This is an optimization exercise on Yosys and OpenROAD, whose aim is small area and a short achievable clock period, not a production implementation. The RTL was checked by simulation tests, not by an equivalence proof against the original design. Power and IR drop assume default switching activity.

===== design/flow/config.mk =====
export PLATFORM = sky130hd
export DESIGN_NAME = decode_top
export DESIGN_NICKNAME = decode_top
export VERILOG_FILES = /design/flow/design.v
export SDC_FILE = /design/flow/constraint.sdc
export NUM_CORES = 4
export LEC_CHECK = 0
export ABC_CLOCK_PERIOD_IN_PS = 4500
export CAP_MARGIN = 20
export CORE_MARGIN = 2
export CORE_UTILIZATION = 50
export CTS_CLUSTER_DIAMETER = 100
export CTS_CLUSTER_SIZE = 20
export SETUP_SLACK_MARGIN = 1.9
export SLEW_MARGIN = 20
export SYNTH_HIERARCHICAL = 1

===== design/flow/constraint.sdc =====
create_clock -name core_clock -period 5.5 [get_ports {clk}]
set_input_delay 1.1000 -clock core_clock [delete_from_list [all_inputs] [get_ports {clk}]]
set_output_delay 1.1000 -clock core_clock [all_outputs]
set_load 0.01 [all_outputs]

===== design/flow/flow/abc_rf.script =====
&get -n
&st
&syn2
&dch
&nf -R 1000
&put

===== design/flow/standard.sh =====
#!/bin/bash
# synth_recipe.tcl (not shown) runs the flow's synth.tcl, then flattens the netlist and writes it again
# the make line also repeats each setting of config.mk as NAME=value (left out here)
make -C /OpenROAD-flow-scripts/flow DESIGN_CONFIG=/design/flow/config.mk WORK_HOME=/design/flow/orfs CLKGATE_MAP_FILE= SYNTH_SCRIPT=/design/flow/synth_recipe.tcl "${@:-finish}"

===== design/flow/flow/run.sh =====
#!/bin/bash
# The standard layout (standard.sh) with these changes:
#  - synthesis is flow/my_synth.tcl: synth_recipe.tcl with the register file
#    mapped by ABC for area (see my_synth.tcl);
#  - ports are buffered with buf_2 cells instead of the resizer's default
#    (a delay cell), which is smaller and faster;
#  - clock tree synthesis inserts no dummy loads.
# make's full output goes to flow_make.log in this folder; ORFS's per-step
# logs stay under orfs/logs.
set -euo pipefail
export FLOW_WORK=$PWD
export BUFFER_PORTS_ARGS="-buffer_cell sky130_fd_sc_hd__buf_2"
export CTS_ARGS="-sink_clustering_enable -repair_clock_nets -dont_use_dummy_load -sink_clustering_size 20 -sink_clustering_max_diameter 100"
sed "s#SYNTH_SCRIPT=[^ ]*#SYNTH_SCRIPT=$PWD/flow/my_synth.tcl#" standard.sh > my_standard.sh
bash my_standard.sh > flow_make.log 2>&1

===== design/flow/flow/my_synth.tcl =====
# The standard synthesis (synth_recipe.tcl, unchanged) with one change:
# the register file module is technology-mapped by ABC with an area-oriented
# script (flow/abc_rf.script) before the rest of the design is mapped with
# ORFS's usual script. Registers are mapped before ABC runs, so they are the
# same as in the standard synthesis.
proc abc {args} {
  set i [lsearch -exact $args -script]
  set rf_args [lreplace $args [expr {$i + 1}] [expr {$i + 1}] $::env(FLOW_WORK)/flow/abc_rf.script]
  yosys abc {*}$rf_args reg_file
  yosys abc {*}$args
}
source $::env(FLOW_WORK)/synth_recipe.tcl

===== design/flow/design.v =====
package decode_pkg;
  typedef enum logic [5:0] {
    OP_INVALID,
    OP_ADD, OP_SUB, OP_AND, OP_OR, OP_XOR, OP_SLT, OP_SLTU,
    OP_SRA, OP_SRL, OP_SLL, OP_MUL,
    OP_ADDI, OP_ANDI, OP_ORI, OP_XORI, OP_SLTI, OP_SLTIU,
    OP_SRAI, OP_SRLI, OP_SLLI,
    OP_LUI, OP_AUIPC,
    OP_LW, OP_SW,
    OP_JAL, OP_JALR,
    OP_BEQ, OP_BNE, OP_BLT, OP_BGE, OP_BLTU, OP_BGEU
  } op_t;
  typedef enum logic [2:0] {
    FMT_NONE, FMT_R, FMT_I, FMT_S, FMT_B, FMT_U, FMT_J
  } fmt_t;
  typedef enum logic [2:0] {
    IMM_NONE, IMM_I, IMM_S, IMM_B, IMM_U, IMM_J
  } imm_t;
  typedef struct packed {
    logic                  wr_reg;
    logic [5-1:0] rd;
  } dest_tag_t;
  typedef struct packed {
    logic              valid;
    logic [32-1:0] pc;
    op_t               op;
    logic [32-1:0] rs1_val;
    logic [32-1:0] rs2_val;
    logic [32-1:0] imm;
    dest_tag_t         dest;
    logic              is_branch;
  } de_bundle_t;
endpackage
module inst_decoder (
  input  logic [31:0]     inst,
  output decode_pkg::op_t op,
  output logic            wr_reg,
  output logic [4:0]      imm_kind    
);
  localparam logic [6:0] OPC_OP     = 7'b0110011;
  localparam logic [6:0] OPC_OP_IMM = 7'b0010011;
  localparam logic [6:0] OPC_LUI    = 7'b0110111;
  localparam logic [6:0] OPC_AUIPC  = 7'b0010111;
  localparam logic [6:0] OPC_LOAD   = 7'b0000011;
  localparam logic [6:0] OPC_STORE  = 7'b0100011;
  localparam logic [6:0] OPC_JAL    = 7'b1101111;
  localparam logic [6:0] OPC_JALR   = 7'b1100111;
  localparam logic [6:0] OPC_BRANCH = 7'b1100011;
  logic [6:0] opcode;
  logic [2:0] f3;
  logic [6:0] f7;
  logic       r_ok, i_ok, s_ok, b_ok, writes;
  assign opcode = inst[6:0];
  assign f3     = inst[14:12];
  assign f7     = inst[31:25];
  always_comb begin
    op = decode_pkg::OP_INVALID;
    case (opcode)
      OPC_OP: begin
        case ({f7, f3})
          10'b0000000_000: op = decode_pkg::OP_ADD;
          10'b0100000_000: op = decode_pkg::OP_SUB;
          10'b0000000_001: op = decode_pkg::OP_SLL;
          10'b0000000_010: op = decode_pkg::OP_SLT;
          10'b0000000_011: op = decode_pkg::OP_SLTU;
          10'b0000000_100: op = decode_pkg::OP_XOR;
          10'b0000000_101: op = decode_pkg::OP_SRL;
          10'b0100000_101: op = decode_pkg::OP_SRA;
          10'b0000000_110: op = decode_pkg::OP_OR;
          10'b0000000_111: op = decode_pkg::OP_AND;
          10'b0000001_000: op = decode_pkg::OP_MUL;
          default: op = decode_pkg::OP_INVALID;
        endcase
      end
      OPC_OP_IMM: begin
        case (f3)
          3'b000: op = decode_pkg::OP_ADDI;
          3'b010: op = decode_pkg::OP_SLTI;
          3'b011: op = decode_pkg::OP_SLTIU;
          3'b100: op = decode_pkg::OP_XORI;
          3'b110: op = decode_pkg::OP_ORI;
          3'b111: op = decode_pkg::OP_ANDI;
          3'b001: if (f7 == 7'b0000000) op = decode_pkg::OP_SLLI;
          3'b101: begin
            if (f7 == 7'b0000000) op = decode_pkg::OP_SRLI;
            else if (f7 == 7'b0100000) op = decode_pkg::OP_SRAI;
          end
          default: op = decode_pkg::OP_INVALID;
        endcase
      end
      OPC_LUI:   op = decode_pkg::OP_LUI;
      OPC_AUIPC: op = decode_pkg::OP_AUIPC;
      OPC_JAL:   op = decode_pkg::OP_JAL;
      OPC_LOAD:  if (f3 == 3'b010) op = decode_pkg::OP_LW;
      OPC_STORE: if (f3 == 3'b010) op = decode_pkg::OP_SW;
      OPC_JALR:  if (f3 == 3'b000) op = decode_pkg::OP_JALR;
      OPC_BRANCH: begin
        case (f3)
          3'b000: op = decode_pkg::OP_BEQ;
          3'b001: op = decode_pkg::OP_BNE;
          3'b100: op = decode_pkg::OP_BLT;
          3'b101: op = decode_pkg::OP_BGE;
          3'b110: op = decode_pkg::OP_BLTU;
          3'b111: op = decode_pkg::OP_BGEU;
          default: op = decode_pkg::OP_INVALID;
        endcase
      end
      default: op = decode_pkg::OP_INVALID;
    endcase
  end
  always_comb begin
    r_ok = 1'b0;
    i_ok = 1'b0;
    s_ok = 1'b0;
    b_ok = 1'b0;
    writes = 1'b0;
    case (opcode)
      OPC_OP: begin
        r_ok = (f7 == 7'b0000000) ||
               (f7 == 7'b0100000 && (f3 == 3'b000 || f3 == 3'b101)) ||
               (f7 == 7'b0000001 && f3 == 3'b000);
        writes = r_ok;
      end
      OPC_OP_IMM: begin
        i_ok = (f3 != 3'b001 && f3 != 3'b101) || (f7 == 7'b0000000) ||
               (f3 == 3'b101 && f7 == 7'b0100000);
        writes = i_ok;
      end
      OPC_LOAD: begin
        i_ok = (f3 == 3'b010);
        writes = i_ok;
      end
      OPC_JALR: begin
        i_ok = (f3 == 3'b000);
        writes = i_ok;
      end
      OPC_STORE:  s_ok = (f3 == 3'b010);
      OPC_BRANCH: b_ok = (f3 != 3'b010 && f3 != 3'b011);
      OPC_LUI, OPC_AUIPC, OPC_JAL: writes = 1'b1;
      default: ;
    endcase
  end
  assign imm_kind = {opcode == OPC_JAL,
                     opcode == OPC_LUI || opcode == OPC_AUIPC,
                     b_ok, s_ok, i_ok};
  assign wr_reg   = writes && (inst[11:7] != 5'd0);
endmodule
module reg_file (
  input  logic                  clk,
  input  logic                  reset,
  input  logic [5-1:0] rs1,
  input  logic [5-1:0] rs2,
  output logic [32-1:0]     rs1_val,
  output logic [32-1:0]     rs2_val,
  input  logic                  wr_en,
  input  logic [5-1:0] wr_idx,
  input  logic [32-1:0]     wr_data
);
  logic [32-1:0]    wd;      
  logic [32-1:0] we;      
  logic [32-1:0] sel1;    
  logic [32-1:0] sel2;
  logic [32-1:0]    rd1, rd2;
  logic [32-1:0]    regs [1:32-1];
  assign wd = wr_data & {32{~reset}};
  always_comb begin
    for (int i = 0; i < 32; i++) begin
      we[i]   = reset || (wr_en && wr_idx == i);
      sel1[i] = rs1 == i && i != 0;
      sel2[i] = rs2 == i && i != 0;
    end
  end
  generate
    for (genvar i = 1; i < 32; i++) begin : g_reg
      always_ff @(posedge clk) begin
        if (we[i]) regs[i] <= wd;
      end
    end
  endgenerate
  always_comb begin
    rd1 = '0;
    rd2 = '0;
    for (int i = 1; i < 32; i++) begin
      rd1 = rd1 | (regs[i] & {32{sel1[i]}});
      rd2 = rd2 | (regs[i] & {32{sel2[i]}});
    end
  end
  assign rs1_val = (wr_en && wr_idx == rs1) ? wr_data : rd1;
  assign rs2_val = (wr_en && wr_idx == rs2) ? wr_data : rd2;
endmodule
module hazard_unit (
  input  logic                            fe_valid,
  input  logic [31:0]                     inst,
  input  logic [3*(1 + 5)-1:0] inflight,
  output logic                            stall
);
  logic [4:0] opc;    
  logic [2:0] f3;
  logic [6:0] f7;
  logic       f7_zero, f7_alt, f7_mul;
  logic       r_ok, i_ok, s_ok, b_ok, l_ok, j_ok;
  logic       rs1_used;   
  logic       rs2_form;   
  logic       m1, m2;
  assign opc = inst[6:2];
  assign f3  = inst[14:12];
  assign f7  = inst[31:25];
  assign f7_zero = (f7 == 7'b0000000);
  assign f7_alt  = (f7 == 7'b0100000);
  assign f7_mul  = (f7 == 7'b0000001);
  assign r_ok = (opc == 5'b01100) &&
                (f7_zero || (f7_alt && (f3 == 3'b000 || f3 == 3'b101)) || (f7_mul && f3 == 3'b000));
  assign i_ok = (opc == 5'b00100) &&
                (!(f3[0] && !f3[1]) || f7_zero || (f3 == 3'b101 && f7_alt));
  assign l_ok = (opc == 5'b00000 || opc == 5'b01000) && (f3 == 3'b010);   
  assign j_ok = (opc == 5'b11001) && (f3 == 3'b000);                      
  assign b_ok = (opc == 5'b11000) && !(f3[1] && !f3[2]);                  
  assign rs1_used = inst[1] && inst[0] && (r_ok || i_ok || l_ok || j_ok || b_ok);
  assign rs2_form = inst[5] && !inst[2];
  always_comb begin
    m1 = 1'b0;
    m2 = 1'b0;
    for (int i = 0; i < 3; i++) begin
      if (inflight[i*(1 + 5) + 5] && inflight[i*(1 + 5) +: 5] == inst[19:15]) m1 = 1'b1;
      if (inflight[i*(1 + 5) + 5] && inflight[i*(1 + 5) +: 5] == inst[24:20]) m2 = 1'b1;
    end
  end
  assign stall = fe_valid && rs1_used && (m1 || (rs2_form && m2));
endmodule
module stage_latch #(
  parameter int WIDTH = 1
) (
  input  logic     clk,
  input  logic     bubble,
  input  logic [WIDTH-1:0] d,
  output logic [WIDTH-1:0] q
);
  always_ff @(posedge clk) begin
    if (bubble) begin
      q <= '0;  
    end else begin
      q <= d;
    end
  end
endmodule
module decode_top (
  input  logic                  clk,
  input  logic                  reset,
  input  logic                  fe_valid,
  input  logic [31:0]           fe_inst,
  input  logic [32-1:0]     fe_pc,
  input  logic                  br_flush,
  input  logic [32-1:0]     wb_value,
  output logic                  fe_stall,
  output logic                  de_valid,
  output decode_pkg::op_t       de_op,
  output logic [32-1:0]     de_pc,
  output logic [32-1:0]     de_rs1_val,
  output logic [32-1:0]     de_rs2_val,
  output logic [32-1:0]     de_imm,
  output logic [5-1:0] de_rd,
  output logic                  de_wr_reg,
  output logic                  de_is_branch
);
  decode_pkg::op_t   op;
  logic              wr_reg;
  logic [4:0]        imm_kind;
  logic              de_bubble;
  logic [32-1:0] rs1_val;
  logic [32-1:0] rs2_val;
  logic              valid_q;
  decode_pkg::op_t   op_q;
  logic [4:0]        rd_q;
  logic              wr_q;
  logic [4:0]        kind_q;   
  logic [31:12]      ir_q;     
  logic [4:0]        rd1_q, rd2_q, rd3_q;
  logic              wr1_q, wr2_q, wr3_q;
  inst_decoder u_dec (
    .inst     (fe_inst),
    .op       (op),
    .wr_reg   (wr_reg),
    .imm_kind (imm_kind)
  );
  hazard_unit u_haz (
    .fe_valid (fe_valid),
    .inst     (fe_inst),
    .inflight ({wr2_q, rd2_q, wr1_q, rd1_q, wr_q, rd_q}),
    .stall    (fe_stall)
  );
  assign de_bubble = reset || fe_stall || br_flush || !fe_valid;  
  reg_file u_rf (
    .clk     (clk),
    .reset   (reset),
    .rs1     (fe_inst[19:15]),
    .rs2     (fe_inst[24:20]),
    .rs1_val (rs1_val),
    .rs2_val (rs2_val),
    .wr_en   (wr3_q),
    .wr_idx  (rd3_q),
    .wr_data (wb_value)
  );
  stage_latch #(.WIDTH(1 + 32 + 6 + 5 + 1 + 5 + 2 * 32)) u_de_latch (
    .clk    (clk),
    .bubble (de_bubble),
    .d      ({1'b1, fe_pc, op, fe_inst[11:7], wr_reg, imm_kind, rs1_val, rs2_val}),
    .q      ({valid_q, de_pc, op_q, rd_q, wr_q, kind_q, de_rs1_val, de_rs2_val})
  );
  always_ff @(posedge clk) begin
    ir_q  <= fe_inst[31:12];
    rd1_q <= rd_q;
    rd2_q <= rd1_q;
    rd3_q <= rd2_q;
  end
  stage_latch #(.WIDTH(3)) u_track (
    .clk    (clk),
    .bubble (reset),
    .d      ({wr_q, wr1_q, wr2_q}),
    .q      ({wr1_q, wr2_q, wr3_q})
  );
  logic [31:0] ir;
  assign ir = {ir_q, rd_q, 7'b0};
  assign de_imm = ({32{kind_q[0]}} & {{20{ir[31]}}, ir[31:20]}) |
                  ({32{kind_q[1]}} & {{20{ir[31]}}, ir[31:25], ir[11:7]}) |
                  ({32{kind_q[2]}} & {{20{ir[31]}}, ir[7], ir[30:25], ir[11:8], 1'b0}) |
                  ({32{kind_q[3]}} & {ir[31:12], 12'b0}) |
                  ({32{kind_q[4]}} & {{12{ir[31]}}, ir[19:12], ir[20], ir[30:21], 1'b0});
  assign de_is_branch = kind_q[2];
  assign de_valid     = valid_q;
  assign de_op        = op_q;
  assign de_rd        = rd_q;
  assign de_wr_reg    = wr_q;
endmodule

==> summary.md, run 1 <==
| Metric | Value |
|---|---|
| Status | `timing/DRC/antenna clean` |
| Setup tns final | `0 ns` |
| Syn_area_per_cell | `15.0 um^2` |
| Vias in the first global route | `34800` |
| Via Count | `36400` |
| Routability cong. | `0.975` |
| Post-route ant nets | `0` |
| Tot Pwr | `16.7 mW` |
| Post-route minimum period | `3.67 ns` |
| Buffers & Inverters on Critical Path | `2` |
| Synth top area share | `64.7%` |
| Synth Register Bits | `1144` |
| Clock Path Buffers | `3` |
| Most area-hungry cell type in the Yosys netlist | `edfxtp_1` |
| Seq/Total Area, Yosys | `71.3%` |
| Required @ worst endpoint | `4.40 ns` |
| Synth top area cells | `edfxtp_1, a22oi_1, dfxtp_1` |
| DRT met1 WL | `62.9 mm` |
| Most common cell after layout, fill and taps aside | `edfxtp_1` |
| Largest fanout on the critical path | `3` |
| Largest net degree at the start of global routing | `59` |
| Crit-path leading delay family | `simple AND/OR/NAND/NOR gates` |
| CTS root buf | `clkbuf_16` |
| Overall routing resource usage | `39.1%` |
| Distinct cells, synth | `66` |
| Hpwl dp | `111 mm` |
| I/O pins | `243` |
| H-tree depth | `3` |
| Area Growth Syn to Fin | `14.4%` |
| Clock tree sinks | `1144` |
| Fmax | `273 MHz` |
| Fin. max-slew vios | `0` |
| Reg-to-Reg End | `u_de_latch.q[34]` |
| CTS Buf Count | `67` |
| Post-synth net total | `3171` |
| Worst hold path depth | `0` |
| Worst hold slack | `0.393 ns` |
| R2R setup slack | `2.24 ns` |
| Worst Skew | `0.0502 ns` |
| Share of cells above drive strength 1 | `17.0%` |
| Clock slew at the register clock pins of the worst setup and hold paths | `0.08 ns` |
| Final Util | `57.6%` |
| Die height | `307 um` |
| Slowest cell on the critical path | `or4_1` |
| CP max stage delay | `0.49 ns` |
| Post-Syn Instances | `3071` |
| Total leakage power | `17.9 nW` |
| DR WL met3 | `29.5 mm` |
| Router iterations before antenna repair | `13` |
| Final setup viols | `0` |
| Final wirelength | `189 mm` |
| Die X | `307 um` |
| Hold WC Path Type | `reg -> reg` |
| Number of synthesized flops with an enable pin | `992` |
| Met2 wire length | `82.9 mm` |
| Dominant synthesized flop cell | `edfxtp_1` |
| Initial antenna violation count | `7` |
| Total grt overflow | `0` |
| Slew @ Worst Pin | `1.22 ns` |
| Warnings from Yosys | `13` |
| Clk Latency, worst-skew pair | `0.65 ns` |
| Cells along the critical path | `buf_16 -> or2_4 -> a21oi_1 -> nor2_1 -> or4_1 -> a32oi_2 -> buf_2` |
| Kind of critical path | `in -> out` |
| Placed Area | `50800 um^2` |
| Top Metal Used | `met5` |
| I/O Buffers | `242` |
| Worst Slack Setup Final | `1.83 ns` |
| Starting DRT DRC Count | `8045` |
| Vias per cell | `7.71` |
| Worst Setup Start Kind | `primary input` |
| DP Cell Count | `4638` |
| Drc violations | `0` |
| Starting Density | `50.3%` |
| Max cap viols | `0` |
| Drt wl/cell | `40.1 um` |
| Mapped cell area | `46000 um^2` |
| NumNets Final | `3627` |
| Worst path arrival time | `2.57 ns` |
| First-pass GRT wire length | `259 mm` |
| Element type at the critical path end | `primary output` |
| Fraction of registers with async set/reset | `0%` |
| Setup WS pre-CTS | `1.08 ns` |
| Final Hold Fails | `0` |
| Final period util | `66.6%` |
| Die area | `94500 um^2` |
| FP Rows | `111` |
| RSZ-0062 raised after global routing | `yes` |
| Worst r2r src | `rd3_q[3]` |
| Hold_buf cts | `0` |
| Core area | `91500 um^2` |
| Min-delay src | `rd1_q[4]` |
| Slew HR | `18.8%` |
| Hold path endpoint | `rd2_q[4]` |
| Reg2reg path depth | `7` |
| CTS tree | `yes` |
| Most frequent cells in the layout | `edfxtp_1, a22oi_1, buf_2` |
| Maximum VDD drop | `0.240 mV` |
| Pwr dens | `317 nW/um^2` |
| Finished Layout Cells | `4713` |
| Post-route cell area | `52700 um^2` |
-- where the power goes --
| group | total [mW] | internal [mW] | switching, mW |
|---|---|---|---|
| clock | 4.90 | 2.17 | 2.73 |
| combinational | 1.34 | 0.389 | 0.955 |
| sequential | 10.4 | 10.1 | 0.339 |
| total | 16.7 | 12.7 | 4.02 |
-- worst max-delay path by stage --
| stage | from | endpoint | slack (ns) | cells after the start |
|---|---|---|---|---|
| detailed placement | fe_inst[24] | u_de_latch.q[15] | 1.08 | 11 |
| floorplan | fe_inst[20] | u_de_latch.q[6] | 2.06 | 9 |
| CTS | fe_inst[14] | fe_stall | 1.76 | 7 |
| global route | fe_inst[14] | fe_stall | 1.81 | 7 |
| finish | fe_inst[14] | fe_stall | 1.83 | 7 |
| global placement | fe_inst[20] | u_de_latch.q[15] | 1.17 | 11 |
-- cell type report --
cell class	count	area, um^2
fillers	7177	38900
flip-flops and latches	1144	32800
multi-input cells	1894	13900
repair buffers	414	2780
clock buffers	67	1680
well taps	1186	1480
inverters	6	22.5
diodes	2	5.00
-- modules after synthesis, one instance, submodules excluded, a selection --
module,times used,cells inside,area [um^2]
inst_decoder,1,108,746
hazard_unit,1,68,502
decode_top,1,91,1040
reg_file,1,2558,40600
-- layer usage --
metal  up-vias  track usage, %
li1      14200               -
met1     17800            49.2
met2      3588            59.1
met3       806            12.8
met4         6            23.9
met5         -               0
-- logic make-up (layout without fill, tap and decap cells) --
logic type | count (synthesis) | after routing | synth area share [%]
compound gates | 993 | 993 | 17.5
xor+xnor | 42 | 42 | 0.799
simple gates | 857 | 857 | 9.92
other cells | 1 | 3 | 0.00814
fa+ha+maj | 1 | 1 | 0.0217
buf+inv | 33 | 487 | 0.424
flops | 1144 | 1144 | 71.3
-- cell usage after synthesis, types with 6 or more instances --
| cell | instances |
|---|---|
| a21o_1 | 21 |
| inv_1 | 6 |
| nand4_1 | 189 |
| nand3b_1 | 7 |
| nand2b_1 | 14 |
| nor2_1 | 189 |
| nand3_1 | 73 |
| xor2_1 | 26 |
| o21a_1 | 15 |
| o21bai_1 | 16 |
| o21ai_0 | 11 |
| buf_2 | 9 |
| edfxtp_1 | 992 |
| a21oi_1 | 44 |
| dfxtp_1 | 152 |
| nor2b_1 | 159 |
| a222oi_1 | 220 |
| nor3_1 | 47 |
| a22oi_1 | 487 |
| nor4_1 | 14 |
| buf_4 | 12 |
| xnor2_1 | 16 |
| nand2_1 | 123 |
| a22o_1 | 72 |
| a221oi_1 | 65 |
| or3_1 | 7 |
| a31oi_1 | 12 |
-- state kept, by name, summed over array words and instances (netlist names) --
register,flops
rd1_q,5
u_de_latch.q,114
rd3_q,5
ir_q,20
rd2_q,5
u_rf.regs,992
u_track.q,3
-- timing repair --
action                     4_1_cts  5_1_grt
pin swaps                        1        1
gates resized for setup          8       26
cloned                           0        2
setup endpoints to repair        8       23
buffers inserted                 0        4
==> run 2: changes to the inputs <==
--- a/design/flow/flow/run.sh
+++ b/design/flow/flow/run.sh
@@ -3,3 +3,4 @@
 #  - synthesis is flow/my_synth.tcl: synth_recipe.tcl with the register file
-#    mapped by ABC for area (see my_synth.tcl);
+#    mapped by ABC for area and the hazard unit for
+#    delay (see my_synth.tcl);
 #  - ports are buffered with buf_2 cells instead of the resizer's default
==> design/flow/flow/abc_hz.script (new file) <==
strash
dch
map -D 500
buffer -p
upsize -D 500
dnsize -D 500
==> design/flow/flow/my_synth.tcl (replaced) <==
# The standard synthesis (synth_recipe.tcl, unchanged) with one change:
# ABC maps two modules with scripts of their own before it maps the rest of
# the design with ORFS's usual script: the register file with an
# area-oriented script (flow/abc_rf.script) and the hazard unit, which holds
# the input-to-output fe_stall path, with a delay-oriented one
# (flow/abc_hz.script). Registers are mapped before ABC runs, so they are the
# same as in the standard synthesis.
proc abc {args} {
  set i [lsearch -exact $args -script]
  set rf_args [lreplace $args [expr {$i + 1}] [expr {$i + 1}] $::env(FLOW_WORK)/flow/abc_rf.script]
  set hz_args [lreplace $args [expr {$i + 1}] [expr {$i + 1}] $::env(FLOW_WORK)/flow/abc_hz.script]
  yosys abc {*}$rf_args reg_file
  yosys abc {*}$hz_args hazard_unit
  yosys abc {*}$args
}
source $::env(FLOW_WORK)/synth_recipe.tcl
--- a/design/flow/config.mk
+++ b/design/flow/config.mk
@@ -13,3 +13,3 @@
 export CTS_CLUSTER_SIZE = 20
-export SETUP_SLACK_MARGIN = 1.9
+export SETUP_SLACK_MARGIN = 2.4
 export SLEW_MARGIN = 20
==> run 2 against run 1 <==
Against the previous run: worst setup slack better by 0.31 ns; non-clock buffer count increased by 36; wire length is 1.1% lower; largest power group unchanged; clock power is essentially flat; still clean on timing, DRC and antenna; fmax up 9.2%; highest routed layer unchanged.
==> summary.md, run 2 <==
| Metric | Value |
|---|---|
| Status | `timing/DRC/antenna clean` |
| Adder and majority gate portion of the synthesized area | `0.0217% (-0.000060 points)` |
| Kind of critical path | `in -> out` |
| Fin. max-slew vios | `0 (unchanged)` |
| Initial antenna violation count | `4 (-3)` |
| Mapped cell area | `46200 um^2 (+0.27%)` |
| Worst Setup Start Kind | `primary input` |
| Via Count | `36900 (+1.5%)` |
| Reg-to-Reg End | `u_rf.regs[29][21]` |
| WP depth | `7 (unchanged)` |
| Regs by FF count | `u_rf.regs (992), u_de_latch.q (114), ir_q (20)` |
| Fmax | `298 MHz (+9.2%)` |
| R2R setup slack | `2.17 ns (-0.07 ns)` |
| Post-route minimum period | `3.36 ns (-0.309 ns)` |
| Synth Register Bits | `1144 (unchanged)` |
| RSZ-0062 raised after global routing | `yes` |
| Clock Path Buffers | `3 (unchanged)` |
| Buffers & Inverters on Critical Path | `2 (unchanged)` |
| Tot Pwr | `16.7 mW (about the same)` |
| Top reg by flops | `u_rf.regs` |
| Final period util | `61.0% (-5.6 points)` |
| Drt wl/cell | `38.9 um (-3.0%)` |
| Die X | `308 um (+0.14%)` |
| Element type at the critical path end | `primary output` |
| Most area-hungry cell type in the Yosys netlist | `edfxtp_1` |
| Vias in the first global route | `35400 (+1.8%)` |
| Placed Area | `50600 um^2 (-0.35%)` |
| H-tree depth | `3 (unchanged)` |
| Post-synth top cells | `edfxtp_1, a22oi_1, a222oi_1` |
| Core area | `91500 um^2 (unchanged)` |
| Main combinational cell family by area after synthesis | `compound AO/OA/AOI/OAI gates` |
| CTS root buf | `clkbuf_16` |
| Area Growth Syn to Fin | `15.9%` |
| Total grt overflow | `0 (unchanged)` |
| Worst r2r src | `u_track.q[0]` |
| Clock power frac | `29.3% (about the same)` |
| Most common cell in the netlist | `edfxtp_1` |
| Hold WC Path Type | `reg -> reg` |
| CTS Buf Count | `67 (unchanged)` |
| Router iterations before antenna repair | `11 (-2)` |
| Clock tree sinks | `1144 (unchanged)` |
| Routability cong. | `0.956 (-1.9%)` |
| FP Rows | `111 (unchanged)` |
| Comb power frac | `8.2% (about the same)` |
| Hpwl dp | `108 mm (-3.5%)` |
| Largest fanout on the critical path | `14 (+11)` |
| Slew @ Worst Pin | `1.26 ns (+0.0439 ns)` |
| Overall routing resource usage | `38.3% (-0.79 points)` |
| Post-route cell area | `53500 um^2 (+1.6%)` |
| Drc violations | `0 (unchanged)` |
| First-pass GRT wire length | `256 mm (-1.1%)` |
| Synth Area in Compound Gates | `17.8% (+0.32 points)` |
| Post-synth net total | `3215 (+1.4%)` |
| Reg2reg path depth | `3 (-4)` |
| Pint | `12.7 mW (+0.15%)` |
| Slowest cell on the critical path | `a31oi_1` |
| Final setup viols | `0 (unchanged)` |
| Die height | `308 um (+0.14%)` |
| Warnings from Yosys | `13 (unchanged)` |
| Register share of total power | `62.4% (about the same)` |
| Synth top area cells | `edfxtp_1, a22oi_1, dfxtp_1` |
| Simple-Gate Fraction of Synth Area | `10.1% (+0.22 points)` |
| Largest net degree at the start of global routing | `65 (+10%)` |
| Maximum VDD drop | `0.292 mV (+22%)` |
| Dominant synthesized flop cell | `edfxtp_1` |
| Required @ worst endpoint | `4.40 ns (about the same)` |
| Clock slew at the register clock pins of the worst setup and hold paths | `0.08 ns (about the same)` |
| Max cap viols | `0 (unchanged)` |
| Worst Skew | `0.0355 ns (-0.0147 ns)` |
| Post-Syn Instances | `3115 (+1.4%)` |
| Number of synthesized flops with an enable pin | `992 (unchanged)` |
| Post-route ant nets | `0 (unchanged)` |
| Final Hold Fails | `0 (unchanged)` |
| Switching pwr | `4.02 mW (about the same)` |
| I/O Buffers | `242 (unchanged)` |
| DP Cell Count | `4645 (+0.15%)` |
| Seq/Total Area, Yosys | `71.1% (-0.20 points)` |
| Finished Layout Cells | `4803 (+1.9%)` |
| Setup tns final | `0 ns (unchanged)` |
| Most frequent cells in the layout | `edfxtp_1, a22oi_1, buf_2` |
| Slew HR | `15.6% (-3.1 points)` |
| Final wirelength | `187 mm (-1.1%)` |
| Max FFs per register | `992 (unchanged)` |
| Most common cell after layout, fill and taps aside | `edfxtp_1` |
| Switching share of power | `24.1% (-0.039 points)` |
| CP max stage delay | `0.21 ns (-0.28 ns)` |
| Distinct cells, synth | `74 (+12%)` |
| Mux contribution to synthesized area | `0% (unchanged)` |
| I/O pins | `243 (unchanged)` |
| Fraction of registers with async set/reset | `0% (unchanged)` |
| NumNets Final | `3713 (+2.4%)` |
| Crit-path leading delay family | `compound AO/OA/AOI/OAI gates` |
| Synth top area share | `64.5% (-0.18 points)` |
| CTS tree | `yes` |
| Worst Setup EP | `fe_stall` |
| Total leakage power | `18.3 nW (+2.4%)` |
| Share of cells above drive strength 1 | `18.7% (+1.7 points)` |
| Cells along the critical path | `buf_4 -> nor2b_1 -> nand4_1 -> a31oi_1 -> o21bai_1 -> a21oi_2 -> buf_2` |
| Vias per cell | `7.68 (-0.44%)` |
| Clk Latency, worst-skew pair | `0.65 ns (about the same)` |
| Starting DRT DRC Count | `8348 (+3.8%)` |
| Worst path arrival time | `2.26 ns (-0.31 ns)` |
| Starting Density | `50.4% (+0.14 points)` |
| Pwr dens | `312 nW/um^2 (-1.5%)` |
| Syn_area_per_cell | `14.8 um^2 (-1.1%)` |
| Die area | `94800 um^2 (+0.27%)` |
| CP startpoint | `fe_inst[25]` |
| Hold_buf cts | `0 (unchanged)` |
| Synth Area in XOR/XNOR | `0.304% (-0.50 points)` |
## run 2: layout make-up
cell class / count / area, um^2
Antenna cell: 6 / 15.0
Multi-Input combinational cell: 1925 / 14100
Timing Repair Buffer: 450 / 3300
Clock buffer: 67 / 1680
Inverter: 25 / 96.3
Sequential cell: 1144 / 32800
Tap cell: 1186 / 1480
Fill cell: 7050 / 38000
## run 2: what timing repair did
action	in CTS	in global routing
pin swaps	28	27
gates cloned	4	2
buffers inserted	33	45
endpoints found under the setup margin	76	65
gates resized for setup	61	29
endpoints found under the hold margin	0	0
## run 2: cells by family (layout without fill, tap and decap cells)
group / after synthesis / after routing
flip-flops: 1144 / 1144
AO/OA/AOI/OAI: 1016 / 1016
AND/OR/NAND/NOR: 885 / 891
buffers and inverters: 52 / 542
XOR/XNOR: 16 / 16
adder cells (fa/ha/maj): 1 / 1
other: 1 / 7
## run 2: routing by layer
metal | share of wire (%) | vias to the layer above | routed length (um) | global-route usage (%)
li1 | - | 14400 | - | -
met1 | 34 | 18100 | 64100 | 49.7
met2 | 43 | 3567 | 81400 | 57.4
met3 | 15 | 748 | 29000 | 11.9
met4 | 6.7 | 6 | 12600 | 22.0
met5 | 0.036 | - | 67 | 0
## run 2: worst min-delay path by stage
| stage | from | endpoint | slack, ns | cells past startpoint |
|---|---|---|---|---|
| after floorplan | rd1_q[2] | rd2_q[2] | 0.33 | 0 |
| after global placement | rd1_q[2] | rd2_q[2] | 0.35 | 0 |
| after detailed placement | rd1_q[2] | rd2_q[2] | 0.35 | 0 |
| after CTS | rd1_q[2] | rd2_q[2] | 0.37 | 0 |
| after global routing | rd1_q[2] | rd2_q[2] | 0.38 | 0 |
| final | rd1_q[0] | rd2_q[0] | 0.37 | 0 |
## run 2: worst reg2reg max path: cells and delay by family, from the launching register on
family | cells | cell delay [ns]
and+or+nand+nor | 1 | 0.54
DFF | 1 | 0.82
buffers and inverters | 1 | 0.66
AOI/OAI and AO/OA | 1 | 0.95
## run 2: metrics by stage
stage | setup slack (ns) | hold WS [ns] | util, %
2_1_floorplan | 2.39 | 0.331 | -
3_3_place_gp | 1.14 | 0.354 | 55.3
3_5_place_dp | 1.16 | 0.355 | 55.3
4_1_cts | 2.15 | 0.366 | 57.7
5_1_grt | 2.11 | 0.376 | 58.5
6_report | 2.14 | 0.367 | 58.5
## run 2: per-module statistics from Yosys, one instance, submodules excluded, excerpt
module        flip-flops and latches  cell area (um^2)  times used  cells inside
hazard_unit                        0               628           1           112
reg_file                         992             40600           1          2558
decode_top                        35              1040           1            91
inst_decoder                       0               746           1           108
## run 2: power by group through the flow
stage	logic, mW	registers (mW)	clock network, mW
2_1_floorplan	0.615	10.5	0
3_3_place_gp	1.24	10.6	0
3_5_place_dp	1.26	10.6	0
4_1_cts	1.29	10.4	4.92
5_1_grt	1.41	10.5	5.18
6_report	1.38	10.4	4.90
==> run 3: changes to the inputs <==
--- a/design/flow/config.mk
+++ b/design/flow/config.mk
@@ -13,3 +13,4 @@
 export CTS_CLUSTER_SIZE = 20
-export SETUP_SLACK_MARGIN = 2.4
+export PLACE_DENSITY = 0.75
+export SETUP_SLACK_MARGIN = 2.2
 export SLEW_MARGIN = 20
==> run 3 against run 2 <==
Against the previous run: still clean on timing, DRC and antenna; cell count down 1.2%; combinational power down 6%; register-to-register slack better by 0.07 ns; sequential share of layout area up 1.0 points; die area unchanged; critical endpoint is now u_de_latch.q[3]; largest power group unchanged.
==> summary.md, run 3 <==
| Metric | Value |
|---|---|
| Routability cong. | `0.940 (-1.8%)` |
| Synth top area cells | `edfxtp_1, a22oi_1, dfxtp_1` |
| Starting Density | `50.4% (unchanged)` |
| Layout fillers | `6965 (-1.2%)` |
| Distinct cells, synth | `74 (unchanged)` |
| Tot Pwr | `16.6 mW (-0.74%)` |
| Setup tns final | `0 ns (unchanged)` |
| Post-Syn Instances | `3115 (unchanged)` |
| H-tree depth | `3 (unchanged)` |
| Fmax | `303 MHz (+1.6%)` |
| R2R setup slack | `2.24 ns (+0.07 ns)` |
| Placed Area | `50700 um^2 (+0.13%)` |
| Most common cell after layout, fill and taps aside | `edfxtp_1` |
| Mapped cell area | `46200 um^2 (unchanged)` |
| Overall routing resource usage | `35.3% (-3.0 points)` |
| Post-synth top cells | `edfxtp_1, a22oi_1, a222oi_1` |
| Total grt overflow | `0 (unchanged)` |
| Area Growth Syn to Fin | `14.1%` |
| Starting DRT DRC Count | `8413 (+0.78%)` |
| Total leakage power | `17.9 nW (-2.5%)` |
| Final Util | `57.5% (-0.95 points)` |
| CTS Buf Count | `67 (unchanged)` |
| Share of cells above drive strength 1 | `17.0% (-1.8 points)` |
| Hold WC Path Type | `reg -> reg` |
| Fraction of registers with async set/reset | `0% (unchanged)` |
| Setup WS pre-CTS | `1.07 ns (-0.0947 ns)` |
| Vias per cell | `7.66 (-0.31%)` |
| Hpwl dp | `103 mm (-4.1%)` |
| Vias in the first global route | `34900 (-1.5%)` |
| Core area | `91500 um^2 (unchanged)` |
| Worst path arrival time | `3.85 ns (+1.59 ns)` |
| Required @ worst endpoint | `6.05 ns (+1.65 ns)` |
| Slew HR | `12.9% (-2.7 points)` |
| Worst hold slack | `0.333 ns (-0.0338 ns)` |
| Die area | `94800 um^2 (unchanged)` |
| DP Cell Count | `4668 (+0.50%)` |
| Fin. max-slew vios | `0 (unchanged)` |
| Multi-input logic area | `13900 um^2 (-1.2%)` |
| Most common cell in the netlist | `edfxtp_1` |
| Die height | `308 um (unchanged)` |
| Max FFs per register | `992 (unchanged)` |
| Via Count | `36300 (-1.5%)` |
| Post-route cell area | `52700 um^2 (-1.6%)` |
| Finished Layout Cells | `4744 (-1.2%)` |
| Drt wl/cell | `36.3 um (-6.9%)` |
| Post-route minimum period | `3.30 ns (-0.0534 ns)` |
| Top reg by flops | `u_rf.regs` |
| Router iterations before antenna repair | `14 (+3)` |
| Sequential cell area | `32800 um^2 (unchanged)` |
| Largest net degree at the start of global routing | `49 (-25%)` |
| CTS tree | `yes` |
| Largest fanout on the critical path | `18 (+4)` |
| Drc violations | `0 (unchanged)` |
| Slew @ Worst Pin | `1.31 ns (+0.0440 ns)` |
| Most frequent cells in the layout | `edfxtp_1, a22oi_1, buf_2` |
| Maximum VDD drop | `0.241 mV (-17%)` |
| Dominant synthesized flop cell | `edfxtp_1` |
| Die X | `308 um (unchanged)` |
| Post-route ant nets | `0 (unchanged)` |
| Number of synthesized flops with an enable pin | `992 (unchanged)` |
| NumNets Final | `3658 (-1.5%)` |
| I/O Buffers | `242 (unchanged)` |
| Clk Latency, worst-skew pair | `0.67 ns (+0.02 ns)` |
| Final Hold Fails | `0 (unchanged)` |
| RSZ-0062 raised after global routing | `yes` |
| Clock tree sinks | `1144 (unchanged)` |
| Seq/Total Area, Yosys | `71.1% (unchanged)` |
| CTS root buf | `clkbuf_16` |
| Final wirelength | `172 mm (-8.1%)` |
| Most area-hungry cell type in the Yosys netlist | `edfxtp_1` |
| Clock slew at the register clock pins of the worst setup and hold paths | `0.08 ns (about the same)` |
| Initial antenna violation count | `5 (+1)` |
| FP Rows | `111 (unchanged)` |
| Synth Register Bits | `1144 (unchanged)` |
| Final setup viols | `0 (unchanged)` |
| Kind of critical path | `in -> reg` |
| Syn_area_per_cell | `14.8 um^2 (unchanged)` |
| Synth top area share | `64.5% (unchanged)` |
| Worst Slack Setup Final | `2.20 ns (+0.0534 ns)` |
| Warnings from Yosys | `13 (unchanged)` |
| Max cap viols | `0 (unchanged)` |
| First-pass GRT wire length | `239 mm (-6.7%)` |
| Post-synth net total | `3215 (unchanged)` |
| Pwr dens | `315 nW/um^2 (+0.90%)` |
| Regs by FF count | `u_rf.regs (992), u_de_latch.q (114), ir_q (20)` |
| Status | `timing/DRC/antenna clean` |
| Worst Skew | `0.0579 ns (+0.0224 ns)` |
| Worst Setup Start Kind | `primary input` |
| Final period util | `60.1% (-0.97 points)` |
| Clock Path Buffers | `3 (unchanged)` |
| Element type at the critical path end | `register` |
| I/O pins | `243 (unchanged)` |
[run 3: worst max-delay path: stages]
cell      delay, ns
buf_6          0.15
nand2b_2       0.30
or2_4          0.33
nor2_4         0.60
buf_4          0.50
a222oi_1       0.19
nand3_1        0.18
nor3_1         0.12
nand4_1        0.10
o21a_1         0.11
nor2b_1        0.12
[run 3: worst paths after layout]
check                   start              end  cells after the start
setup / recovery  fe_inst[20]  u_de_latch.q[3]                     11
hold / removal       rd1_q[2]         rd2_q[2]                      0
setup reg to reg     rd3_q[3]  u_de_latch.q[6]                      9
hold reg to reg      rd1_q[2]         rd2_q[2]                      0
[run 3: Yosys stat by module (local to each module, per instance), a selection]
| module | flops+latches | times used | area [um^2] |
|---|---|---|---|
| decode_top | 35 | 1 | 1040 |
| hazard_unit | 0 | 1 | 628 |
| reg_file | 992 | 1 | 40600 |
| inst_decoder | 0 | 1 | 746 |
[run 3: what timing repair did]
action / 4_1_cts / 5_1_grt
setup endpoints to repair: 71 / 30
hold buffers: 0 / 0
buffers inserted: 3 / 4
gates resized for setup: 35 / 37
pin swaps: 8 / 12
endpoints found under the hold margin: 0 / 0
[run 3: logic make-up (layout without fill, tap and decap cells)]
logic type / Yosys count / count (layout) / share of synthesized area [%]
flops: 1144 / 1144 / 71.1
compound gates: 1016 / 1016 / 17.8
simple gates: 885 / 885 / 10.1
buf+inv: 52 / 493 / 0.577
xor+xnor: 16 / 16 / 0.304
fa+ha+maj: 1 / 1 / 0.0217
other cells: 1 / 3 / 0.00812
[run 3: metal layers]
layer / up-vias / routed length [um] / GRT usage [%] / part of all wire (%)
met1: 17400 / 54900 / 43.0 / 32
li1: 14300 / - / - / -
met4: 4 / 13000 / 22.8 / 7.6
met2: 3748 / 75700 / 53.6 / 44
met3: 887 / 28300 / 12.5 / 16
met5: - / 29 / 0 / 0.017
[run 3: layout make-up]
cell class	count	share of cell area, %
Timing Repair Buffer	401	4.97
Sequential cell	1144	62.4
Tap cell	1186	2.82
Multi-Input combinational cell	1919	26.5
Antenna cell	2	0.00950
Inverter	25	0.178
Clock buffer	67	3.18
[run 3: where the power goes]
part	switching, mW	internal (mW)
registers	0.324	10.1
logic	0.918	0.387
clock network	2.68	2.17
==> run 4: changes to the inputs <==
--- a/design/flow/config.mk
+++ b/design/flow/config.mk
@@ -13,3 +13,3 @@
 export CTS_CLUSTER_SIZE = 20
-export PLACE_DENSITY = 0.75
+export PLACE_DENSITY = 0.8
 export SETUP_SLACK_MARGIN = 2.2
==> run 4 against run 3 <==
Against the previous run: worst hold slack improved by 0.044 ns; core utilization increased by 0.36 points; largest cell class unchanged; still clean on timing, DRC and antenna; critical path type unchanged; synthesized cell count unchanged; first-iteration DRC count increased by 11%; critical path depth increased by 1; highest routed layer unchanged; via count increased by 2.1%.
==> summary.md, run 4 <==
| Metric | Value |
|---|---|
| Die height | `308 um (unchanged)` |
| Mapped cell area | `46200 um^2 (unchanged)` |
| NumNets Final | `3682 (+0.66%)` |
| Finished Layout Cells | `4769 (+0.53%)` |
| Top reg by flops | `u_rf.regs` |
| FP Rows | `111 (unchanged)` |
| CTS Buf Count | `68 (+1.5%)` |
| Seq/Total Area, Yosys | `71.1% (unchanged)` |
| Warnings from Yosys | `13 (unchanged)` |
| Maximum VDD drop | `0.255 mV (+5.6%)` |
| RSZ-0062 raised after global routing | `yes` |
| Post-synth net total | `3215 (unchanged)` |
| Die area | `94800 um^2 (unchanged)` |
| Fraction of registers with async set/reset | `0% (unchanged)` |
| Dominant synthesized flop cell | `edfxtp_1` |
| Regs by FF count | `u_rf.regs (992), u_de_latch.q (114), ir_q (20)` |
| Total leakage power | `18.0 nW (+0.96%)` |
| Syn_area_per_cell | `14.8 um^2 (unchanged)` |
| Most common cell in the netlist | `edfxtp_1` |
| Router iterations before antenna repair | `15 (+1)` |
| Worst Skew | `0.0788 ns (+0.0209 ns)` |
| Fmax | `295 MHz (-2.4%)` |
| Core area | `91500 um^2 (unchanged)` |
| Slew HR | `17.7% (+4.8 points)` |
| DP Cell Count | `4668 (unchanged)` |
| I/O Buffers | `242 (unchanged)` |
| Vias in the first global route | `35500 (+1.8%)` |
| Share of cells above drive strength 1 | `17.5% (+0.47 points)` |
| H-tree depth | `3 (unchanged)` |
| Layout fillers | `6818 (-2.1%)` |
| Max cap viols | `0 (unchanged)` |
| Post-Syn Instances | `3115 (unchanged)` |
| Setup tns final | `0 ns (unchanged)` |
| Total grt overflow | `0 (unchanged)` |
| CTS root buf | `clkbuf_16` |
| Vias per cell | `7.78 (+1.6%)` |
| Worst hold slack | `0.377 ns (+0.0441 ns)` |
| Area Growth Syn to Fin | `14.8%` |
| Post-route minimum period | `3.39 ns (+0.0822 ns)` |
| Post-synth top cells | `edfxtp_1, a22oi_1, a222oi_1` |
| Drt wl/cell | `36.5 um (+0.61%)` |
| Distinct cells, synth | `74 (unchanged)` |
| Starting DRT DRC Count | `9369 (+11%)` |
| Placed Area | `50700 um^2 (about the same)` |
| Worst Setup Start Kind | `primary input` |
| Pwr dens | `314 nW/um^2 (-0.15%)` |
| Drc violations | `0 (unchanged)` |
| Clock slew at the register clock pins of the worst setup and hold paths | `0.08 ns (about the same)` |
| Slew @ Worst Pin | `1.23 ns (-0.0717 ns)` |
| Post-route cell area | `53000 um^2 (+0.63%)` |
| Synth Register Bits | `1144 (unchanged)` |
| Required @ worst endpoint | `6.06 ns (about the same)` |
| Most area-hungry cell type in the Yosys netlist | `edfxtp_1` |
| First-pass GRT wire length | `242 mm (+1.2%)` |
| Element type at the critical path end | `register` |
| Largest fanout on the critical path | `16 (-2)` |
| Max FFs per register | `992 (unchanged)` |
| Initial antenna violation count | `3 (-2)` |
| I/O pins | `243 (unchanged)` |
| Clk Latency, worst-skew pair | `0.69 ns (+0.02 ns)` |
| Fin. max-slew vios | `0 (unchanged)` |
| Overall routing resource usage | `35.6% (+0.27 points)` |
| Final wirelength | `174 mm (+1.1%)` |
| Synth top area cells | `edfxtp_1, a22oi_1, dfxtp_1` |
| Final Hold Fails | `0 (unchanged)` |
| Number of synthesized flops with an enable pin | `992 (unchanged)` |
| Most frequent cells in the layout | `edfxtp_1, a22oi_1, buf_2` |
| Routability cong. | `0.961 (+2.3%)` |
| Starting Density | `50.4% (unchanged)` |
| Die X | `308 um (unchanged)` |
| Kind of critical path | `in -> reg` |
| CTS tree | `yes` |
| Status | `timing/DRC/antenna clean` |
| Clock tree sinks | `1144 (unchanged)` |
| Synth top area share | `64.5% (unchanged)` |
| Most common cell after layout, fill and taps aside | `edfxtp_1` |
| Post-route ant nets | `0 (unchanged)` |
| Hpwl dp | `102 mm (-1.3%)` |
| Clock Path Buffers | `3 (unchanged)` |
| Largest net degree at the start of global routing | `73 (+49%)` |
| Final setup viols | `0 (unchanged)` |
| Hold WC Path Type | `reg -> reg` |
| Worst path arrival time | `3.94 ns (+0.09 ns)` |
| Via Count | `37100 (+2.1%)` |
| Hold_buf cts | `0 (unchanged)` |
| Final period util | `61.6% (+1.5 points)` |
run 4: report_power, final:
group	internal [mW]	switching, mW	leakage (nW)
Clock	2.20	2.69	0.838
Combinational	0.396	0.930	6.23
Sequential	10.1	0.335	11.0
run 4: stage by stage:
stage | utilization, % | power [mW] | setup slack (ns)
floorplan | - | 11.1 | 2.21
global placement | 55.4 | 11.7 | 1.18
detailed placement | 55.4 | 11.8 | 1.09
CTS | 57.5 | 16.5 | 2.20
global route | 57.9 | 17.0 | 2.12
finish | 57.9 | 16.6 | 2.11
run 4: path summary, 6_finish.rpt:
kind / startpoint / endpoint / slack [ns] / cells past startpoint
worst max register to register: rd3_q[2] / u_de_latch.q[6] / 2.42 / 9
worst max-delay path: fe_inst[21] / u_de_latch.q[30] / 2.11 / 12
worst min register to register: rd1_q[0] / rd2_q[0] / 0.38 / 0
worst min-delay path: rd1_q[0] / rd2_q[0] / 0.38 / 0
run 4: worst max-delay path: stages:
cell,delay [ns]
buf_16,0.12
buf_4,0.15
nor2_1,0.09
nand2_1,0.23
nor2_4,0.92
buf_4,0.51
a22oi_1,0.14
nand4_1,0.15
nor3_1,0.06
nand4_1,0.10
o21a_1,0.19
nor2b_1,0.16
run 4: cells by family after synthesis:
group | synth area share, %
XOR/XNOR | 0.304
AND/OR/NAND/NOR | 10.1
AO/OA/AOI/OAI | 17.8
buffers and inverters | 0.577
other | 0.00812
flip-flops | 71.1
adder cells (fa/ha/maj) | 0.0217
run 4: modules after synthesis, one instance, submodules excluded, excerpt:
module / flops+latches / cells inside / area [um^2]
inst_decoder: 0 / 108 / 746
decode_top: 35 / 91 / 1040
reg_file: 992 / 2558 / 40600
hazard_unit: 0 / 112 / 628
run 4: what timing repair did:
| item | 4_1_cts | 5_1_grt |
|---|---|---|
| resized for setup | 35 | 40 |
| buffers inserted | 15 | 12 |
| pin swaps | 15 | 19 |
| endpoints found under the setup margin | 71 | 36 |
| gates cloned | 1 | 0 |
run 4: cell type report:
type                    count  area, um^2  area share, %
clock buffers              68        1700           3.21
flip-flops and latches   1144       32800           62.0
well taps                1186        1480           2.80
inverters                  25        93.8          0.177
multi-input cells        1920       13900           26.3
repair buffers            423        2930           5.53
diodes                      3        7.51         0.0142
run 4: routing by layer:
| layer | share of wire, % | GRT usage [%] | wire (um) |
|---|---|---|---|
| met4 | 8.9 | 24.5 | 15500 |
| met5 | 0.032 | 0 | 56 |
| met3 | 18 | 14.1 | 30800 |
| met1 | 31 | 43.0 | 53500 |
| met2 | 43 | 52.5 | 74100 |
==> run 5: changes to the inputs <==
--- a/design/flow/design.v
+++ b/design/flow/design.v
@@ -191,6 +191,9 @@
 module hazard_unit (
+  input  logic                            reset,
   input  logic                            fe_valid,
+  input  logic                            br_flush,
   input  logic [31:0]                     inst,
   input  logic [3*(1 + 5)-1:0] inflight,
-  output logic                            stall
+  output logic                            stall,
+  output logic                            bubble   
 );
@@ -200,3 +203,2 @@
   logic       f7_zero, f7_alt, f7_mul;
-  logic       r_ok, i_ok, s_ok, b_ok, l_ok, j_ok;
   logic       rs1_used;   
@@ -210,10 +212,15 @@
   assign f7_mul  = (f7 == 7'b0000001);
-  assign r_ok = (opc == 5'b01100) &&
-                (f7_zero || (f7_alt && (f3 == 3'b000 || f3 == 3'b101)) || (f7_mul && f3 == 3'b000));
-  assign i_ok = (opc == 5'b00100) &&
-                (!(f3[0] && !f3[1]) || f7_zero || (f3 == 3'b101 && f7_alt));
-  assign l_ok = (opc == 5'b00000 || opc == 5'b01000) && (f3 == 3'b010);   
-  assign j_ok = (opc == 5'b11001) && (f3 == 3'b000);                      
-  assign b_ok = (opc == 5'b11000) && !(f3[1] && !f3[2]);                  
-  assign rs1_used = inst[1] && inst[0] && (r_ok || i_ok || l_ok || j_ok || b_ok);
+  logic is_op, is_imm, is_ls, is_jalr, is_br;
+  logic a, b, c, d;
+  assign is_op   = inst[1:0] == 2'b11 && opc == 5'b01100;
+  assign is_imm  = inst[1:0] == 2'b11 && opc == 5'b00100;
+  assign is_ls   = inst[1:0] == 2'b11 && (opc == 5'b00000 || opc == 5'b01000);
+  assign is_jalr = inst[1:0] == 2'b11 && opc == 5'b11001;
+  assign is_br   = inst[1:0] == 2'b11 && opc == 5'b11000;
+  assign a = (is_imm && !(f3[0] && !f3[1])) || (is_ls && f3 == 3'b010) ||
+             (is_jalr && f3 == 3'b000) || (is_br && !(f3[1] && !f3[2]));
+  assign b = is_op || is_imm;
+  assign c = (is_op && (f3 == 3'b000 || f3 == 3'b101)) || (is_imm && f3 == 3'b101);
+  assign d = is_op && f3 == 3'b000;
+  assign rs1_used = a || (b && f7_zero) || (c && f7_alt) || (d && f7_mul);
   assign rs2_form = inst[5] && !inst[2];
@@ -227,3 +234,4 @@
   end
-  assign stall = fe_valid && rs1_used && (m1 || (rs2_form && m2));
+  assign stall  = fe_valid && rs1_used && (m1 || (rs2_form && m2));
+  assign bubble = reset || br_flush || !fe_valid || (rs1_used && (m1 || (rs2_form && m2)));
 endmodule
@@ -285,8 +293,10 @@
   hazard_unit u_haz (
+    .reset    (reset),
     .fe_valid (fe_valid),
+    .br_flush (br_flush),
     .inst     (fe_inst),
     .inflight ({wr2_q, rd2_q, wr1_q, rd1_q, wr_q, rd_q}),
-    .stall    (fe_stall)
+    .stall    (fe_stall),
+    .bubble   (de_bubble)
   );
-  assign de_bubble = reset || fe_stall || br_flush || !fe_valid;  
   reg_file u_rf (
--- a/design/flow/config.mk
+++ b/design/flow/config.mk
@@ -13,3 +13,3 @@
 export CTS_CLUSTER_SIZE = 20
-export PLACE_DENSITY = 0.8
+export PLACE_DENSITY = 0.75
 export SETUP_SLACK_MARGIN = 2.2
==> run 5 against run 4 <==
Against the previous run: still clean on timing, DRC and antenna; synthesized area is essentially flat; first-iteration DRC count shrank 3.1%; sequential share of layout area grew 0.23 points; worst hold slack lost 0.00063 ns; clock skew shrank 0.016 ns; die area is essentially flat; fmax grew 0.17%; total power shrank 0.26%; design area shrank 0.38%; critical path depth shrank 2; synthesized cell count shrank 0.19%; critical path type unchanged.
==> summary.md, run 5 <==
| Metric | Value |
|---|---|
| Switching share of power | `23.8% (+0.038 points)` |
| Synth top area share | `64.6% (about the same)` |
| Die height | `308 um (about the same)` |
| Worst path arrival time | `3.94 ns (about the same)` |
| Clock slew at the register clock pins of the worst setup and hold paths | `0.08 ns (about the same)` |
| Slew HR | `9.12% (-8.6 points)` |
| FP Rows | `111 (unchanged)` |
| Post-synth top cells | `edfxtp_1, a22oi_1, a222oi_1` |
| Tot Pwr | `16.6 mW (-0.26%)` |
| First-pass GRT wire length | `239 mm (-1.2%)` |
| Reg-to-Reg End | `u_de_latch.q[11]` |
| Post-route minimum period | `3.38 ns (-0.00571 ns)` |
| Distinct cells, synth | `69 (-6.8%)` |
| Warnings from Yosys | `13 (unchanged)` |
| Kind of critical path | `in -> reg` |
| Final setup viols | `0 (unchanged)` |
| Comb power frac | `8.0% (about the same)` |
| Element type at the critical path end | `register` |
| Clock tree sinks | `1144 (unchanged)` |
| Routing usage on met3 | `11.9% (-2.2 points)` |
| Worst hold path depth | `0 (unchanged)` |
| Fmax | `296 MHz (+0.17%)` |
| H-tree depth | `3 (unchanged)` |
| Worst r2r src | `rd3_q[3]` |
| Hpwl dp | `102 mm (+0.71%)` |
| Most common cell in the netlist | `edfxtp_1` |
| Die area | `94700 um^2 (about the same)` |
| Post-Syn Instances | `3109 (-0.19%)` |
| Starting DRT DRC Count | `9080 (-3.1%)` |
| Via Count | `36500 (-1.6%)` |
| RSZ-0062 raised after global routing | `yes` |
| Die X | `308 um (about the same)` |
| Met1 usage | `44.9% (+1.8 points)` |
| Layout fillers | `6946 (+1.9%)` |
| Router iterations before antenna repair | `13 (-2)` |
| Area Growth Syn to Fin | `14.4%` |
| I/O Buffers | `242 (unchanged)` |
| Initial antenna violation count | `1 (-2)` |
| Number of synthesized flops with an enable pin | `992 (unchanged)` |
| CTS root buf | `clkbuf_16` |
| Post-route ant nets | `0 (unchanged)` |
| Setup WS pre-CTS | `1.13 ns (+0.0370 ns)` |
| Dominant synthesized flop cell | `edfxtp_1` |
| Min-delay src | `rd1_q[2]` |
| Total leakage power | `18.0 nW (-0.33%)` |
| Seq/Total Area, Yosys | `71.2% (about the same)` |
| Hold WC Path Type | `reg -> reg` |
| Hold path endpoint | `rd2_q[2]` |
| Clk Latency, worst-skew pair | `0.68 ns (about the same)` |
| Worst Skew | `0.0630 ns (-0.0157 ns)` |
| Setup tns final | `0 ns (unchanged)` |
| Clock power frac | `29.3% (about the same)` |
| Top reg by flops | `u_rf.regs` |
| Synth Area in Compound Gates | `17.9% (+0.044 points)` |
| Drc violations | `0 (unchanged)` |
| Mux contribution to synthesized area | `0% (unchanged)` |
| Synth top area cells | `edfxtp_1, a22oi_1, dfxtp_1` |
| Overall routing resource usage | `35.3% (-0.33 points)` |
| Main combinational cell family by area after synthesis | `compound AO/OA/AOI/OAI gates` |
| Required @ worst endpoint | `6.06 ns (about the same)` |
| Maximum VDD drop | `0.311 mV (+22%)` |
| Largest net degree at the start of global routing | `46 (-37%)` |
| Status | `timing/DRC/antenna clean` |
| Synth Register Bits | `1144 (unchanged)` |
| Final period util | `61.4% (-0.10 points)` |
| Starting Density | `50.4% (about the same)` |
| Post-synth net total | `3209 (-0.19%)` |
| Largest fanout on the critical path | `14 (-2)` |
| Hold_buf cts | `0 (unchanged)` |
| Routability cong. | `0.971 (+0.99%)` |
| Regs by FF count | `u_rf.regs (992), u_de_latch.q (114), ir_q (20)` |
| Drt wl/cell | `36.4 um (-0.23%)` |
| Total grt overflow | `0 (unchanged)` |
| R2R setup slack | `2.35 ns (-0.07 ns)` |
| Most area-hungry cell type in the Yosys netlist | `edfxtp_1` |
| Worst hold slack | `0.377 ns (-0.000628 ns)` |
| Worst Setup Start Kind | `primary input` |
| NumNets Final | `3665 (-0.46%)` |
| Switching pwr | `3.96 mW (about the same)` |
| Reg2reg path depth | `8 (-1)` |
| Pint | `12.6 mW (-0.31%)` |
| Slew @ Worst Pin | `1.36 ns (+0.127 ns)` |
| Core area | `91500 um^2 (unchanged)` |
| Final wirelength | `173 mm (-0.63%)` |
| Mapped cell area | `46100 um^2 (about the same)` |
| Sequential cell area | `32800 um^2 (unchanged)` |
| CTS tree | `yes` |
| Adder and majority gate portion of the synthesized area | `0.0217% (about the same)` |
| Worst Slack Setup Final | `2.12 ns (+0.00571 ns)` |
| Clock Path Buffers | `3 (unchanged)` |
| Busiest layer in global routing | `met2` |
| Vias in the first global route | `34500 (-2.8%)` |
| I/O pins | `243 (unchanged)` |
| Most common cell after layout, fill and taps aside | `edfxtp_1` |
| Syn_area_per_cell | `14.8 um^2 (+0.10%)` |
| CTS Buf Count | `67 (-1.5%)` |
| Synth Area in XOR/XNOR | `0.304% (about the same)` |
| Max FFs per register | `992 (unchanged)` |
| Met2 Track Usage GR | `52.7% (+0.24 points)` |
| Max cap viols | `0 (unchanged)` |
| Register share of total power | `62.7% (about the same)` |
| Fin. max-slew vios | `0 (unchanged)` |
| Share of cells above drive strength 1 | `17.4% (-0.029 points)` |
| Simple-Gate Fraction of Synth Area | `10.0% (-0.10 points)` |
| Final Hold Fails | `0 (unchanged)` |
| Fraction of registers with async set/reset | `0% (unchanged)` |
| Most frequent cells in the layout | `edfxtp_1, a22oi_1, buf_2` |
| Multi-input logic area | `13900 um^2 (about the same)` |
| Pwr dens | `315 nW/um^2 (+0.12%)` |
| Vias per cell | `7.68 (-1.2%)` |
[run 5: stage by stage]
step / instance area (um^2) / utilization, % / cells
2_1_floorplan: 46300 / - / 3109
3_3_place_gp: 50600 / 55.3 / 4657
3_5_place_dp: 50600 / 55.3 / 4657
4_1_cts: 52500 / 57.3 / 4733
5_1_grt: 52800 / 57.7 / 4749
6_report: 52800 / 57.7 / 4750
[run 5: worst max path at each step]
stage,startpoint,end,depth (start not counted)
after floorplan,fe_inst[16],u_de_latch.q[63],8
after global placement,fe_inst[24],u_de_latch.q[4],11
after detailed placement,fe_inst[24],u_de_latch.q[4],11
after CTS,fe_inst[24],u_de_latch.q[4],11
after global routing,fe_inst[26],fe_stall,8
final,fe_inst[24],u_de_latch.q[4],10
[run 5: cell families (layout without fill, tap and decap cells)]
logic type      count (synthesis)  after routing
compound gates               1019           1019
xor+xnor                       16             16
fa+ha+maj                       1              1
buf+inv                        51            503
flops                        1144           1144
other cells                     1              2
simple gates                  877            879
[run 5: Yosys stat by module, one instance, submodules excluded, excerpt]
| module | copies in the design | cell area [um^2] |
|---|---|---|
| hazard_unit | 1 | 596 |
| reg_file | 1 | 40600 |
| inst_decoder | 1 | 746 |
| decode_top | 1 | 1030 |
[run 5: metal layers]
layer	vias up	part of all wire, %
met5	-	0.0069
met4	2	7.3
met3	855	17
met2	3949	43
met1	17400	32
li1	14300	-
[run 5: power by group through the flow]
stage	sequential, mW	combinational, mW	clock [mW]
final	10.4	1.32	4.87
after global routing	10.5	1.35	5.13
after CTS	10.4	1.24	4.83
after detailed placement	10.6	1.23	0
after global placement	10.5	1.21	0
after floorplan	10.5	0.607	0
[run 5: critical path, stage by stage]
cell      delay (ns)
buf_8           0.14
nand2b_2        0.31
or2_2           0.47
nor2_2          1.08
a22oi_1         0.27
nand4_1         0.16
nor3_1          0.06
nand4_1         0.09
o21a_1          0.12
nor2b_1         0.13
[run 5: layout make-up]
class	instances	share of cell area [%]
flip-flops and latches	1144	62.2
multi-input cells	1916	26.4
repair buffers	412	5.24
clock buffers	67	3.18
well taps	1186	2.81
inverters	24	0.180
diodes	1	0.00474
[run 5: timing repair]
action	4_1_cts	5_1_grt
setup endpoints to repair	58	38
resized for setup	28	35
buffers inserted	8	12
gates cloned	1	1
pin swaps	9	12

-- afterwards: timing with drivers on the ports --
The results above use ideal ports. As a check the final layouts listed here were re-extracted and re-timed, cells and wires unchanged. Step 1 assumes that a clkbuf_16 drives the clock port and a buf_2 every other input. Step 2 adds t to the input delays and takes it off the output delays; t is the mean of the earliest and latest rising clock arrival at the registers after step 1. Input paths then give back, and output paths get back, about the clock's delay inside the block. Three values: no drivers, after step 1, after step 2; two values: the first two.
| run | shift t [ns] | setup slack, ns | worst setup path after step 2 | slew at the worst register clock pin (ns) |
|---|---|---|---|---|
| run 1 | 0.700 | 1.835 / 1.721 / 1.169 | input to register | 0.09 / 0.09 |
| run 2 | 0.702 | 2.143 / 2.106 / 1.561 | input to register | 0.09 / 0.09 |
| run 3 | 0.714 | 2.197 / 2.174 / 1.520 | input to register | 0.09 / 0.09 |
| run 4 | 0.710 | 2.115 / 2.121 / 1.412 | input to register | 0.09 / 0.09 |
| run 5 | 0.710 | 2.120 / 2.115 / 1.429 | input to register | 0.09 / 0.09 |
After both steps every run listed still meets setup and hold. The setup slack of run 4, which loses most, moves by +0.006 ns with the drivers and by -0.703 ns with both steps.
